Context: an optimization exercise on an open-source flow, tuned for a short achievable clock period and few clock cycles. The choices shown serve that exercise and are no tape-out recipe. Only simulation tests tie the RTL to the original design; equivalence was not proved. Power is estimated from default activity; no workload was simulated.

Setup of main:
## viper
module viper (
   input  logic        clock,
   input  logic        reset,
   output logic        wb_cyc_o,
   output logic        wb_stb_o,
   output logic        wb_we_o,
   output logic [19:0] wb_adr_o,
   output logic [31:0] wb_dat_o,
   input  logic        wb_ack_i,
   input  logic [31:0] wb_dat_i
);
Size: about 33,000 µm² of cells after synthesis.
export LEC_CHECK = 0
export CAP_MARGIN = 20
export CORE_MARGIN = 2
export CORE_UTILIZATION = 40
export SETUP_SLACK_MARGIN = 4.0
export SLEW_MARGIN = 20
export SYNTH_HIERARCHICAL = 1
create_clock -name core_clock -period 6.0 [get_ports {clock}]
run.sh (not shown) runs the stock make flow with config.mk's settings and CLKGATE_MAP_FILE= SYNTH_SCRIPT=/design/flow/synth_recipe.tcl, a recipe that flattens the netlist after the stock synthesis.
Testbench counts of main, summed over its fixed seeds: cycles 95,128.
Input-level comparison between the feature branch and main:
--- a/flow/design.v
+++ b/flow/design.v
@@ -160,34 +160,18 @@
    input  logic [W-1:0] e,
    input  logic         sa,
    input  logic         sb,
    input  logic         sc,
    input  logic         se,
    output logic [W-1:0] y
 );
    assign y = ({W{sa}} & a) | ({W{sb}} & b) | ({W{sc}} & c) | ({W{se}} & e);
 endmodule
-module pick2 #(parameter int W = 1) (
-   input  logic [W-1:0] a,
-   input  logic [W-1:0] b,
-   input  logic         sb,
-   output logic [W-1:0] y
-);
-   assign y = sb ? b : a;
-endmodule
-module fsel (
-   input  logic [3:0] t,
-   input  logic       lt,
-   input  logic       eq,
-   output logic       y
-);
-   assign y = (eq & t[1]) | (lt & t[2]) | (!lt & !eq & t[0]);
-endmodule
 module viper (
    input  logic        clock,
    input  logic        reset,
    output logic        wb_cyc_o,
    output logic        wb_stb_o,
    output logic        wb_we_o,
    output logic [19:0] wb_adr_o,
    output logic [31:0] wb_dat_o,
    input  logic        wb_ack_i,
@@ -235,19 +219,19 @@
    logic [31:0] rv0, rv1, rv2, rv3;
    logic        flag_v;
    logic        cmp_base;
    assign rv0 = wq[0] ? res_q : r0;
    assign rv1 = wq[1] ? res_q : r1;
    assign rv2 = wq_push ? r3 : (wq[2] ? res_q : r2);
    assign rv3 = wq[3] ? res_q : r3;
    logic [3:0]  ftab;         
    logic [3:0]  ftab_cmp;
-   fsel flag_sel (.t(ftab), .lt(lt_q), .eq(eq_q), .y(flag_v));
+   assign flag_v = ftab[{lt_q, eq_q}];
    always_comb
    begin
       for (int i = 0; i < 4; i++)
       begin
          case (ex_cf)
             3'd0:    cmp_base = i[1];
             3'd1:    cmp_base = !i[1];
             3'd2:    cmp_base = i[0];
             3'd3:    cmp_base = !i[0];
@@ -484,28 +468,26 @@
       else
       begin
          xs  <= rvs_o;
          xa  <= o_addsub ? rvs_o : 32'd0;
          xb  <= o_inv ? ~d : d;
          xc  <= o_inv;
          xon <= ~d;
       end
    end
-   logic [31:0] dat_d;
-   pick2 #(.W(32)) pick_dat (.a(dat_q), .b(srcv), .sb(ack && (phase == ph_fetch) && d_store), .y(dat_d));
-   always_ff @(posedge clock)
-      dat_q <= dat_d;
    always_ff @(posedge clock)
    begin
       if (ack)
       begin
          if (phase == ph_fetch)
          begin
+            if (d_store)
+               dat_q <= srcv;
             ex_cmp  <= d_cmp_ok;
             ex_or   <= d_func[3];
             ex_cf   <= d_func[2:0];
             ex_push <= d_push_ok;
             ex_wen  <= d_wen;
             o_src   <= d_src;
             o_addsub <= d_addsub;
             o_jump  <= d_jump;
             o_inv   <= d_inv;
In the feature branch, the worst setup slack came out 0.052 ns below the value in main.
On maximum number of pins on one net before global-route repair: between the feature branch and main, it ends up higher for main.
When the feature branch is set beside main, its number of nets in the layout turns out to be 1.2% larger.
On number of sinks on the clock net, the feature branch and main are neck and neck.
The feature branch against main: summed area of non-filler cells in the final layout held, post-CTS setup repair buffer count went up 2.9%, detailed route wirelength on metal2 went up 5.2%, total power density per cell area went up about 6%, core occupancy in the finished layout held.
Testbench counts of the feature branch, summed over its fixed seeds: cycles 95,128.

-- what the ideal ports hide --
The results above use ideal ports. As a check the final layouts listed here were re-extracted and re-timed, cells and wires unchanged.
Step 1 (the two cells are an assumption about what drives the block):
set clk [get_ports {clock}]
set_driving_cell -lib_cell sky130_fd_sc_hd__clkbuf_16 $clk
set_driving_cell -lib_cell sky130_fd_sc_hd__buf_2 [delete_from_list [all_inputs] $clk]
Step 2 moves the port delays by t, midway between the first and last clock arrival at a register: inputs arrive t later, outputs are due t later. That takes back most of the time a late clock gives input paths.
Three values: no drivers, after step 1, after step 2; two values: the first two.
| run | shift t [ns] | setup WS [ns] | worst setup path at the end |
|---|---|---|---|
| main | 0.695 | 3.631 / 3.565 / 3.046 | input to register |
| the feature branch | 0.692 | 3.579 / 3.513 / 3.011 | input to register |
After both steps setup and hold are still met in every run listed. For main, which loses most, drivers alone change the setup slack by -0.066 ns; drivers and shift together by -0.585 ns.
